This is an optimization exercise on Yosys and OpenROAD, whose aim is small area, a short achievable clock period and few clock cycles per item, not a production implementation. Only simulation tests tie the RTL to the original design; equivalence was not proved. Power figures rest on the tool's default switching activity, not on a simulated workload.

--- flow/config.mk ---
export PLATFORM = sky130hd
export DESIGN_NAME = sha1_byte_stream_hasher
export DESIGN_NICKNAME = sha1_byte_stream_hasher
export VERILOG_FILES = /design/flow/design.v
export SDC_FILE = /design/flow/constraint.sdc
export NUM_CORES = 4
export LEC_CHECK = 0
export CAP_MARGIN = 20
export CORE_MARGIN = 2
export CORE_UTILIZATION = 40
export PLACE_DENSITY = 0.6
export SLEW_MARGIN = 20
--- flow/constraint.sdc ---
create_clock -name core_clock -period 7.0 [get_ports {aclk}]
set_input_delay 1.4000 -clock core_clock [delete_from_list [all_inputs] [get_ports {aclk}]]
set_output_delay 1.4000 -clock core_clock [all_outputs]
set_load 0.01 [all_outputs]
--- flow/design.v ---
    localparam logic KIND_ABSORB = 1'b0;
    localparam logic KIND_FINISH = 1'b1;
    localparam logic [5:0] FILL_FULL   = 6'd63;   
    localparam logic [5:0] FILL_PRELEN = 6'd55;   
    localparam logic [6:0] ROUND_LAST  = 7'd79;
    localparam logic [2:0] WORD_LAST   = 3'd4;
    localparam logic [7:0] PAD_BYTE    = 8'h80;
    localparam logic [159:0] H_INIT = {
        32'hc3d2e1f0, 32'h10325476, 32'h98badcfe, 32'hefcdab89, 32'h67452301
    };
    localparam logic [2:0] ST_IDLE  = 3'd0;
    localparam logic [2:0] ST_PADZ  = 3'd1;
    localparam logic [2:0] ST_LEN   = 3'd2;
    localparam logic [2:0] ST_LOAD  = 3'd3;
    localparam logic [2:0] ST_ROUND = 3'd4;
    localparam logic [2:0] ST_ADD   = 3'd5;
    localparam logic [2:0] ST_EMIT  = 3'd6;
    localparam logic [3:0] DP_NOP    = 4'd0;
    localparam logic [3:0] DP_ABSORB = 4'd1;
    localparam logic [3:0] DP_PAD80  = 4'd2;
    localparam logic [3:0] DP_ZERO   = 4'd3;
    localparam logic [3:0] DP_LEN    = 4'd4;
    localparam logic [3:0] DP_LOAD   = 4'd5;
    localparam logic [3:0] DP_ROUND  = 4'd6;
    localparam logic [3:0] DP_ADD    = 4'd7;
    localparam logic [3:0] DP_NEXT   = 4'd8;
    localparam logic [3:0] DP_INIT   = 4'd9;
    function automatic logic [31:0] round_k(input logic [6:0] r);
        if (r <= 7'd19) begin
            round_k = 32'h5a827999;
        end else if (r <= 7'd39) begin
            round_k = 32'h6ed9eba1;
        end else if (r <= 7'd59) begin
            round_k = 32'h8f1bbcdc;
        end else begin
            round_k = 32'hca62c1d6;
        end
    endfunction
    function automatic logic [31:0] round_f(input logic [6:0] r, input logic [31:0] b,
                                            input logic [31:0] c, input logic [31:0] d);
        if (r <= 7'd19) begin
            round_f = d ^ (b & (c ^ d));
        end else if (r >= 7'd40 && r <= 7'd59) begin
            round_f = (b & c) | (d & (b | c));
        end else begin
            round_f = b ^ c ^ d;
        end
    endfunction
`default_nettype none
module sha1bs_datapath (
    input  logic                aclk,
    input  logic                aresetn,
    input  logic [3:0]          cmd_op,
    output logic [5:0]          stat_fill,
    output logic                stat_round_last,
    output logic                stat_word_last,
    input  logic [7:0]          in_byte,
    output logic [31:0]         digest_word,
    output logic [2:0]          word_index
);
    localparam logic KIND_ABSORB = 1'b0;
    localparam logic KIND_FINISH = 1'b1;
    localparam logic [5:0] FILL_FULL   = 6'd63;   
    localparam logic [5:0] FILL_PRELEN = 6'd55;   
    localparam logic [6:0] ROUND_LAST  = 7'd79;
    localparam logic [2:0] WORD_LAST   = 3'd4;
    localparam logic [7:0] PAD_BYTE    = 8'h80;
    localparam logic [159:0] H_INIT = {
        32'hc3d2e1f0, 32'h10325476, 32'h98badcfe, 32'hefcdab89, 32'h67452301
    };
    localparam logic [2:0] ST_IDLE  = 3'd0;
    localparam logic [2:0] ST_PADZ  = 3'd1;
    localparam logic [2:0] ST_LEN   = 3'd2;
    localparam logic [2:0] ST_LOAD  = 3'd3;
    localparam logic [2:0] ST_ROUND = 3'd4;
    localparam logic [2:0] ST_ADD   = 3'd5;
    localparam logic [2:0] ST_EMIT  = 3'd6;
    localparam logic [3:0] DP_NOP    = 4'd0;
    localparam logic [3:0] DP_ABSORB = 4'd1;
    localparam logic [3:0] DP_PAD80  = 4'd2;
    localparam logic [3:0] DP_ZERO   = 4'd3;
    localparam logic [3:0] DP_LEN    = 4'd4;
    localparam logic [3:0] DP_LOAD   = 4'd5;
    localparam logic [3:0] DP_ROUND  = 4'd6;
    localparam logic [3:0] DP_ADD    = 4'd7;
    localparam logic [3:0] DP_NEXT   = 4'd8;
    localparam logic [3:0] DP_INIT   = 4'd9;
    function automatic logic [31:0] round_k(input logic [6:0] r);
        if (r <= 7'd19) begin
            round_k = 32'h5a827999;
        end else if (r <= 7'd39) begin
            round_k = 32'h6ed9eba1;
        end else if (r <= 7'd59) begin
            round_k = 32'h8f1bbcdc;
        end else begin
            round_k = 32'hca62c1d6;
        end
    endfunction
    function automatic logic [31:0] round_f(input logic [6:0] r, input logic [31:0] b,
                                            input logic [31:0] c, input logic [31:0] d);
        if (r <= 7'd19) begin
            round_f = d ^ (b & (c ^ d));
        end else if (r >= 7'd40 && r <= 7'd59) begin
            round_f = (b & c) | (d & (b | c));
        end else begin
            round_f = b ^ c ^ d;
        end
    endfunction
    logic [511:0] blk_reg, blk_next;
    logic [31:0]  a_reg, b_reg, c_reg, d_reg, e_reg;
    logic [31:0]  a_next, b_next, c_next, d_next, e_next;
    logic [4:0][31:0] h_reg;
    logic [4:0][31:0] h_next;
    logic [4:0][31:0] work_vec;
    logic [6:0]   round_reg, round_next;
    logic [5:0]   fill_reg, fill_next;
    logic [60:0]  bcnt_reg, bcnt_next;    
    logic [2:0]   idx_reg, idx_next;
    logic [63:0]  len_bits;
    logic [7:0]   len_byte;
    logic [31:0]  w0, w2, w8, w13, w_new, t_sum;
    assign len_bits = {bcnt_reg, 3'b000};
    assign len_byte = len_bits[{~fill_reg[2:0], 3'b000} +: 8];
    assign w0    = blk_reg[511:480];
    assign w2    = blk_reg[447:416];
    assign w8    = blk_reg[255:224];
    assign w13   = blk_reg[95:64];
    assign w_new = {w13[30:0] ^ w8[30:0] ^ w2[30:0] ^ w0[30:0],
                    w13[31] ^ w8[31] ^ w2[31] ^ w0[31]};
    assign t_sum = {a_reg[26:0], a_reg[31:27]} + round_f(round_reg, b_reg, c_reg, d_reg)
                 + e_reg + w0 + round_k(round_reg);
    assign work_vec[0] = a_reg;
    assign work_vec[1] = b_reg;
    assign work_vec[2] = c_reg;
    assign work_vec[3] = d_reg;
    assign work_vec[4] = e_reg;
    always_comb begin
        blk_next   = blk_reg;
        a_next     = a_reg;
        b_next     = b_reg;
        c_next     = c_reg;
        d_next     = d_reg;
        e_next     = e_reg;
        round_next = round_reg;
        fill_next  = fill_reg;
        bcnt_next  = bcnt_reg;
        idx_next   = idx_reg;
        for (int i = 0; i < 5; i++) begin
            h_next[i] = h_reg[i];
        end
        case (cmd_op)
            DP_ABSORB: begin
                blk_next  = {blk_reg[503:0], in_byte};
                fill_next = fill_reg + 6'd1;
                bcnt_next = bcnt_reg + 61'd1;
            end
            DP_PAD80: begin
                blk_next  = {blk_reg[503:0], PAD_BYTE};
                fill_next = fill_reg + 6'd1;
            end
            DP_ZERO: begin
                blk_next  = {blk_reg[503:0], 8'h00};
                fill_next = fill_reg + 6'd1;
            end
            DP_LEN: begin
                blk_next  = {blk_reg[503:0], len_byte};
                fill_next = fill_reg + 6'd1;
            end
            DP_LOAD: begin
                a_next     = h_reg[0];
                b_next     = h_reg[1];
                c_next     = h_reg[2];
                d_next     = h_reg[3];
                e_next     = h_reg[4];
                round_next = '0;
            end
            DP_ROUND: begin
                a_next     = t_sum;
                b_next     = a_reg;
                c_next     = {b_reg[1:0], b_reg[31:2]};
                d_next     = c_reg;
                e_next     = d_reg;
                blk_next   = {blk_reg[479:0], w_new};
                round_next = round_reg + 7'd1;
            end
            DP_ADD: begin
                for (int i = 0; i < 5; i++) begin
                    h_next[i] = h_reg[i] + work_vec[i];
                end
            end
            DP_NEXT: begin
                idx_next = idx_reg + 3'd1;
            end
            DP_INIT: begin
                for (int i = 0; i < 5; i++) begin
                    h_next[i] = H_INIT[32*i +: 32];
                end
                fill_next = '0;
                bcnt_next = '0;
                idx_next  = '0;
            end
            default: begin
            end
        endcase
    end
    always_ff @(posedge aclk) begin
        if (!aresetn) begin
            round_reg <= '0;
            fill_reg  <= '0;
            bcnt_reg  <= '0;
            idx_reg   <= '0;
            for (int i = 0; i < 5; i++) begin
                h_reg[i] <= H_INIT[32*i +: 32];
            end
        end else begin
            round_reg <= round_next;
            fill_reg  <= fill_next;
            bcnt_reg  <= bcnt_next;
            idx_reg   <= idx_next;
            for (int i = 0; i < 5; i++) begin
                h_reg[i] <= h_next[i];
            end
        end
    end
    always_ff @(posedge aclk) begin
        blk_reg <= blk_next;
        a_reg   <= a_next;
        b_reg   <= b_next;
        c_reg   <= c_next;
        d_reg   <= d_next;
        e_reg   <= e_next;
    end
    assign stat_fill       = fill_reg;
    assign stat_round_last = (round_reg == ROUND_LAST);
    assign stat_word_last  = (idx_reg == WORD_LAST);
    assign digest_word     = h_reg[idx_reg];
    assign word_index      = idx_reg;
endmodule
`default_nettype wire
`default_nettype none
module sha1bs_ctrl (
    input  logic                 aclk,
    input  logic                 aresetn,
    input  logic                 s_tvalid,
    output logic                 s_tready,
    input  logic                 s_tuser,
    output logic                 m_tvalid,
    input  logic                 m_tready,
    output logic [3:0]           cmd_op,
    input  logic [5:0]           stat_fill,
    input  logic                 stat_round_last,
    input  logic                 stat_word_last
);
    localparam logic KIND_ABSORB = 1'b0;
    localparam logic KIND_FINISH = 1'b1;
    localparam logic [5:0] FILL_FULL   = 6'd63;   
    localparam logic [5:0] FILL_PRELEN = 6'd55;   
    localparam logic [6:0] ROUND_LAST  = 7'd79;
    localparam logic [2:0] WORD_LAST   = 3'd4;
    localparam logic [7:0] PAD_BYTE    = 8'h80;
    localparam logic [159:0] H_INIT = {
        32'hc3d2e1f0, 32'h10325476, 32'h98badcfe, 32'hefcdab89, 32'h67452301
    };
    localparam logic [2:0] ST_IDLE  = 3'd0;
    localparam logic [2:0] ST_PADZ  = 3'd1;
    localparam logic [2:0] ST_LEN   = 3'd2;
    localparam logic [2:0] ST_LOAD  = 3'd3;
    localparam logic [2:0] ST_ROUND = 3'd4;
    localparam logic [2:0] ST_ADD   = 3'd5;
    localparam logic [2:0] ST_EMIT  = 3'd6;
    localparam logic [3:0] DP_NOP    = 4'd0;
    localparam logic [3:0] DP_ABSORB = 4'd1;
    localparam logic [3:0] DP_PAD80  = 4'd2;
    localparam logic [3:0] DP_ZERO   = 4'd3;
    localparam logic [3:0] DP_LEN    = 4'd4;
    localparam logic [3:0] DP_LOAD   = 4'd5;
    localparam logic [3:0] DP_ROUND  = 4'd6;
    localparam logic [3:0] DP_ADD    = 4'd7;
    localparam logic [3:0] DP_NEXT   = 4'd8;
    localparam logic [3:0] DP_INIT   = 4'd9;
    function automatic logic [31:0] round_k(input logic [6:0] r);
        if (r <= 7'd19) begin
            round_k = 32'h5a827999;
        end else if (r <= 7'd39) begin
            round_k = 32'h6ed9eba1;
        end else if (r <= 7'd59) begin
            round_k = 32'h8f1bbcdc;
        end else begin
            round_k = 32'hca62c1d6;
        end
    endfunction
    function automatic logic [31:0] round_f(input logic [6:0] r, input logic [31:0] b,
                                            input logic [31:0] c, input logic [31:0] d);
        if (r <= 7'd19) begin
            round_f = d ^ (b & (c ^ d));
        end else if (r >= 7'd40 && r <= 7'd59) begin
            round_f = (b & c) | (d & (b | c));
        end else begin
            round_f = b ^ c ^ d;
        end
    endfunction
    logic [2:0] state_reg;
    logic [2:0] state_next;
    logic   fin_reg, fin_next;    
    logic   len_reg, len_next;    
    always_ff @(posedge aclk) begin
        if (!aresetn) begin
            state_reg <= ST_IDLE;
            fin_reg   <= 1'b0;
            len_reg   <= 1'b0;
        end else begin
            state_reg <= state_next;
            fin_reg   <= fin_next;
            len_reg   <= len_next;
        end
    end
    always_comb begin
        state_next = state_reg;
        case (state_reg)
            ST_IDLE: begin
                if (s_tvalid) begin
                    if (stat_fill == FILL_FULL) begin
                        state_next = ST_LOAD;
                    end else if (s_tuser == KIND_FINISH && stat_fill == FILL_PRELEN) begin
                        state_next = ST_LEN;
                    end else if (s_tuser == KIND_FINISH) begin
                        state_next = ST_PADZ;
                    end
                end
            end
            ST_PADZ: begin
                if (stat_fill == FILL_FULL) begin
                    state_next = ST_LOAD;
                end else if (stat_fill == FILL_PRELEN) begin
                    state_next = ST_LEN;
                end
            end
            ST_LEN: begin
                if (stat_fill == FILL_FULL) begin
                    state_next = ST_LOAD;
                end
            end
            ST_LOAD: begin
                state_next = ST_ROUND;
            end
            ST_ROUND: begin
                if (stat_round_last) begin
                    state_next = ST_ADD;
                end
            end
            ST_ADD: begin
                if (!fin_reg) begin
                    state_next = ST_IDLE;
                end else if (!len_reg) begin
                    state_next = ST_PADZ;
                end else begin
                    state_next = ST_EMIT;
                end
            end
            ST_EMIT: begin
                if (m_tready && stat_word_last) begin
                    state_next = ST_IDLE;
                end
            end
            default: begin
                state_next = ST_IDLE;
            end
        endcase
    end
    always_comb begin
        cmd_op   = DP_NOP;
        s_tready = 1'b0;
        m_tvalid = 1'b0;
        fin_next = fin_reg;
        len_next = len_reg;
        case (state_reg)
            ST_IDLE: begin
                s_tready = 1'b1;
                if (s_tvalid) begin
                    if (s_tuser == KIND_FINISH) begin
                        cmd_op   = DP_PAD80;
                        fin_next = 1'b1;
                    end else begin
                        cmd_op = DP_ABSORB;
                    end
                end
            end
            ST_PADZ: begin
                cmd_op = DP_ZERO;
            end
            ST_LEN: begin
                cmd_op = DP_LEN;
                if (stat_fill == FILL_FULL) begin
                    len_next = 1'b1;
                end
            end
            ST_LOAD: begin
                cmd_op = DP_LOAD;
            end
            ST_ROUND: begin
                cmd_op = DP_ROUND;
            end
            ST_ADD: begin
                cmd_op = DP_ADD;
            end
            ST_EMIT: begin
                m_tvalid = 1'b1;
                if (m_tready) begin
                    if (stat_word_last) begin
                        cmd_op   = DP_INIT;
                        fin_next = 1'b0;
                        len_next = 1'b0;
                    end else begin
                        cmd_op = DP_NEXT;
                    end
                end
            end
            default: begin
            end
        endcase
    end
endmodule
`default_nettype wire
`default_nettype none
module sha1_byte_stream_hasher (
    input  logic        aclk,
    input  logic        aresetn,
    input  logic        s_tvalid,
    output logic        s_tready,
    input  logic [7:0]  s_tdata,    
    input  logic        s_tuser,    
    output logic        m_tvalid,
    input  logic        m_tready,
    output logic [39:0] m_tdata,    
    output logic        m_tlast     
);
    localparam logic KIND_ABSORB = 1'b0;
    localparam logic KIND_FINISH = 1'b1;
    localparam logic [5:0] FILL_FULL   = 6'd63;   
    localparam logic [5:0] FILL_PRELEN = 6'd55;   
    localparam logic [6:0] ROUND_LAST  = 7'd79;
    localparam logic [2:0] WORD_LAST   = 3'd4;
    localparam logic [7:0] PAD_BYTE    = 8'h80;
    localparam logic [159:0] H_INIT = {
        32'hc3d2e1f0, 32'h10325476, 32'h98badcfe, 32'hefcdab89, 32'h67452301
    };
    localparam logic [2:0] ST_IDLE  = 3'd0;
    localparam logic [2:0] ST_PADZ  = 3'd1;
    localparam logic [2:0] ST_LEN   = 3'd2;
    localparam logic [2:0] ST_LOAD  = 3'd3;
    localparam logic [2:0] ST_ROUND = 3'd4;
    localparam logic [2:0] ST_ADD   = 3'd5;
    localparam logic [2:0] ST_EMIT  = 3'd6;
    localparam logic [3:0] DP_NOP    = 4'd0;
    localparam logic [3:0] DP_ABSORB = 4'd1;
    localparam logic [3:0] DP_PAD80  = 4'd2;
    localparam logic [3:0] DP_ZERO   = 4'd3;
    localparam logic [3:0] DP_LEN    = 4'd4;
    localparam logic [3:0] DP_LOAD   = 4'd5;
    localparam logic [3:0] DP_ROUND  = 4'd6;
    localparam logic [3:0] DP_ADD    = 4'd7;
    localparam logic [3:0] DP_NEXT   = 4'd8;
    localparam logic [3:0] DP_INIT   = 4'd9;
    function automatic logic [31:0] round_k(input logic [6:0] r);
        if (r <= 7'd19) begin
            round_k = 32'h5a827999;
        end else if (r <= 7'd39) begin
            round_k = 32'h6ed9eba1;
        end else if (r <= 7'd59) begin
            round_k = 32'h8f1bbcdc;
        end else begin
            round_k = 32'hca62c1d6;
        end
    endfunction
    function automatic logic [31:0] round_f(input logic [6:0] r, input logic [31:0] b,
                                            input logic [31:0] c, input logic [31:0] d);
        if (r <= 7'd19) begin
            round_f = d ^ (b & (c ^ d));
        end else if (r >= 7'd40 && r <= 7'd59) begin
            round_f = (b & c) | (d & (b | c));
        end else begin
            round_f = b ^ c ^ d;
        end
    endfunction
    logic [3:0]  cmd_op;
    logic [5:0]  stat_fill;
    logic        stat_round_last;
    logic        stat_word_last;
    logic [31:0] digest_word;
    logic [2:0]  word_index;
    sha1bs_ctrl u_ctrl (
        .aclk     (aclk),
        .aresetn  (aresetn),
        .s_tvalid (s_tvalid),
        .s_tready (s_tready),
        .s_tuser  (s_tuser),
        .m_tvalid (m_tvalid),
        .m_tready (m_tready),
        .cmd_op          (cmd_op),
        .stat_fill       (stat_fill),
        .stat_round_last (stat_round_last),
        .stat_word_last  (stat_word_last)
    );
    sha1bs_datapath u_datapath (
        .aclk        (aclk),
        .aresetn     (aresetn),
        .cmd_op          (cmd_op),
        .stat_fill       (stat_fill),
        .stat_round_last (stat_round_last),
        .stat_word_last  (stat_word_last),
        .in_byte     (s_tdata),
        .digest_word (digest_word),
        .word_index  (word_index)
    );
    assign m_tdata = {5'b00000, word_index, digest_word};
    assign m_tlast = stat_word_last;
endmodule
`default_nettype wire
--- flow/run.sh ---
#!/bin/bash
# synth_recipe.tcl (not shown) runs the flow's synth.tcl, then flattens the netlist and writes it again
# the make line also repeats each setting of config.mk as NAME=value (left out here)
make -C /OpenROAD-flow-scripts/flow DESIGN_CONFIG=/design/flow/config.mk WORK_HOME=/design/flow/orfs CLKGATE_MAP_FILE= SYNTH_SCRIPT=/design/flow/synth_recipe.tcl finish
==> results.txt <==
==> final timing paths <==
check | to | slack (ns) | depth (start not counted) | from
max reg2reg | u_datapath.a_reg[23] | 0.56 | 28 | u_datapath.round_reg[0]
min | u_ctrl.len_reg | 0.49 | 2 | u_ctrl.len_reg
max | u_datapath.a_reg[23] | 0.56 | 28 | u_datapath.round_reg[0]
min reg2reg | u_ctrl.len_reg | 0.49 | 2 | u_ctrl.len_reg
==> area by class of cell <==
cell class	instances	share of cell area, %
Sequential cell	914	43.0
Clock buffer	143	4.90
Timing Repair Buffer	95	1.72
Inverter	255	1.66
Clock inverter	52	0.816
Tap cell	1742	3.75
Multi-Input combinational cell	4321	44.1
==> Yosys cell counts, types with 19 or more instances <==
library cell	number
xnor2_1	183
o21ai_1	29
or3_1	32
o21a_1	22
dfxtp_1	242
nand4_1	26
inv_1	254
ha_1	198
nand2_1	2155
clkbuf_1	242
nand2b_1	30
xor2_1	109
a211oi_1	46
nand3_1	105
o21bai_1	21
a31oi_1	28
fa_1	124
mux4_2	45
nor3_1	41
a22oi_1	25
o21ai_0	269
nor2_1	216
and3_1	19
a21oi_1	236
nor2b_1	43
a21o_1	85
o211ai_1	39
edfxtp_1	672
==> layer usage <==
metal  track usage [%]  up-vias  wire length, um
met5                 0        -               20
met4              5.49        2             3470
met3              3.05      207             8090
met2              32.9      989            65400
met1              29.9    19459            66500
li1                  -    19366                -
==> kinds of logic after synthesis <==
family	share of synthesized area (%)
buf+inv	3.72
mux	2.47
flops	47.6
fa+ha+maj	9.44
xor+xnor	4.87
other cells	0.00714
simple gates	21.1
compound gates	10.7
==> where the power goes <==
group	switching, mW	internal, mW	leakage [nW]	total, mW
Clock	2.36	3.01	1.62	5.36
Sequential	0.994	7.95	8.37	8.94
Combinational	2.97	1.83	13.9	4.79
Total	6.32	12.8	23.9	19.1
==> tightest hold or removal path: stages, from the launching register on <==
cell and delay, ns:
dfxtp_1 0.32, inv_1 0.07, a21oi_1 0.05
==> what timing repair did <==
action,4_1_cts,5_1_grt
setup endpoints to repair,0,5
buffers inserted,0,1
hold buffers,0,0
gates resized for setup,0,8
==> summary.md <==
| Metric | Value |
|---|---|
| Outcome | complete, no violations |
| Total CTS buffers | 103 |
| H-tree depth | 3 |
| Post-synthesis sequential area ratio | 47.6% |
| Initial antenna violation count | 1 |
| Max-slew headroom | 25.8% |
| Buffers and inverters on the worst path | 5 |
| CP Max Fanout | 13 |
| Setup CP Type | reg -> reg |
| Cell taking the most area after synthesis | edfxtp_1 |
| Max-slew violations | 0 |
| Core area | 130,000 sq um |
| Number of max-cap violations | 0 |
| RSZ-0062 raised after global routing | no |
| Die H | 366 um |
| Final worst setup slack | 0.558 ns |
| Cell Area, Synth | 52,500 sq um |
| Cells after DPL | 7,326 |
| Chip width | 366 um |
| Unique masters post-synth | 106 |
| Detail Route Antenna Nets | 0 |
| Initial DRC Count | 3,602 |
| Top_reg_cell synth | edfxtp_1 |
| Die Footprint | 134,000 sq um |
| Clk_skew | 0.0643 ns |
| Routed vias/inst | 5.32 |
| Worst stage delay on the critical path | 0.46 ns |
| Crit path capture type | register |
| Area fraction of the dominant cell type after synthesis | 38.4% |
| Clock slew at reported path FFs | 0.07 ns |
| Slowest-stage cell, CP | fa_1 |
| Final hold violations | 0 |
| Routed len/inst | 19.1 um |
| Site row count | 132 |
| Count of flip-flops with a built-in enable after synthesis | 672 |
| Root Buffer | clkbuf_16 |
| Register area | 25,000 sq um |
| Gpl congestion | 0.923 |
| Worst-Margin Slew | 1.11 ns |
| Yosys warning total | 2 |
| Required time of the critical path | 7.47 ns |
| Global-route wire length before repair | 221,000 um |
| Grt ovf | 0 |
| Total power draw | 19.1 mW |
| Largest delay contributor family on the critical path | compound AO/OA/AOI/OAI gates |
| Mapped Cells | 5,746 |
| Crit path launch type | register |
| GRT Total Usage | 20.8% |
| Drt first pass iters | 6 |
| Worst-Skew Late Latency | 0.73 ns |
| Tmin final | 6.44 ns |
| DP HPWL | 97,700 um |
| Register bit total from synthesis | 914 |
| DRC Markers | 0 |
| Post-DP Area | 54,800 sq um |
| Count of input and output buffers | 50 |
| Layout filler cell count | 12.6k |
| Clock tree sinks | 914 |
| Worst slack, placed | 0.432 ns |
| Largest net degree at the start of global routing | 239 |
| Fmax | 155 MHz |
| Cell leakage power | 23.9 nW |
| Commonest non-fill, non-tap cells in the layout | nand2_1 (2,151), edfxtp_1 (672), o21ai_0 (268), inv_1 (252), dfxtp_1 (240) |
| Final worst-path cycle share | 92.0% |
| PD cells | 328 nW/um^2 |
| Deepest clock path buffer count | 3 |
| Worst vdd ir | 0.247 mV |
| Mean Syn Cell Area | 9.14 sq um |
| Antenna Cells | 0 |
| Layout cells sized above 1 | 5.61% |
| Vias in the first global route | 37.8k |
| Setup violators final | 0 |
| TritonCTS clock tree | done |
| Area growth syn-to-layout | 10.7% |
| Largest register FFs | 512 |
| Detailed Route WL | 143,000 um |
| Top post-synthesis cells by area | edfxtp_1 (38%), nand2_1 (15%), dfxtp_1 (9.2%) |
| Hold slack final | 0.489 ns |
| Commonest non-fill, non-tap cell in the layout | nand2_1 |
| Worst Path Arrival | 6.92 ns |
| Fin Setup TNS | 0 ns |
| Ports | 56 |
| Cell Count, Final, Fillers Out | 7,522 |
| Fin util | 44.7% |
| Starting Density | 40.4% |
| Post-synth ARST share | 0% |
| Routed via count | 40.0k |
| Final net count | 6,025 |
| Path type of the worst min-delay path | reg -> reg |
| Multi-input logic area | 25,600 sq um |
| Post-route cell area | 58,100 sq um |
Testbench counts, summed over its fixed seeds: cycles 140,682, bytes 53,936.

-- port drivers added, routing unchanged --
In the flow no input, the clock included, has a driving cell. The finished layout below was timed again as built, in two steps.
Step 1, drivers: a clkbuf_16 drives aclk and a buf_2 each remaining input, both assumed.
Step 2 adds t to the input delays and takes it off the output delays; t is the mean of the earliest and latest rising clock arrival at the registers after step 1. Input paths then give back, and output paths get back, about the clock's delay inside the block.
Three values: ideal ports, drivers, drivers and shift; two values: the first two.
t (ns): 0.778
setup WS [ns]: 0.558 / 0.558 / 0.558
hold slack, ns: 0.489 / 0.489 / 0.489
slew at the worst register clock pin (ns): 0.07 / 0.07
pins driven straight from the clock port: 1
After both steps this run still meets setup and hold. For this run, drivers alone change the setup slack by 0.000 ns; drivers and shift together by 0.000 ns.
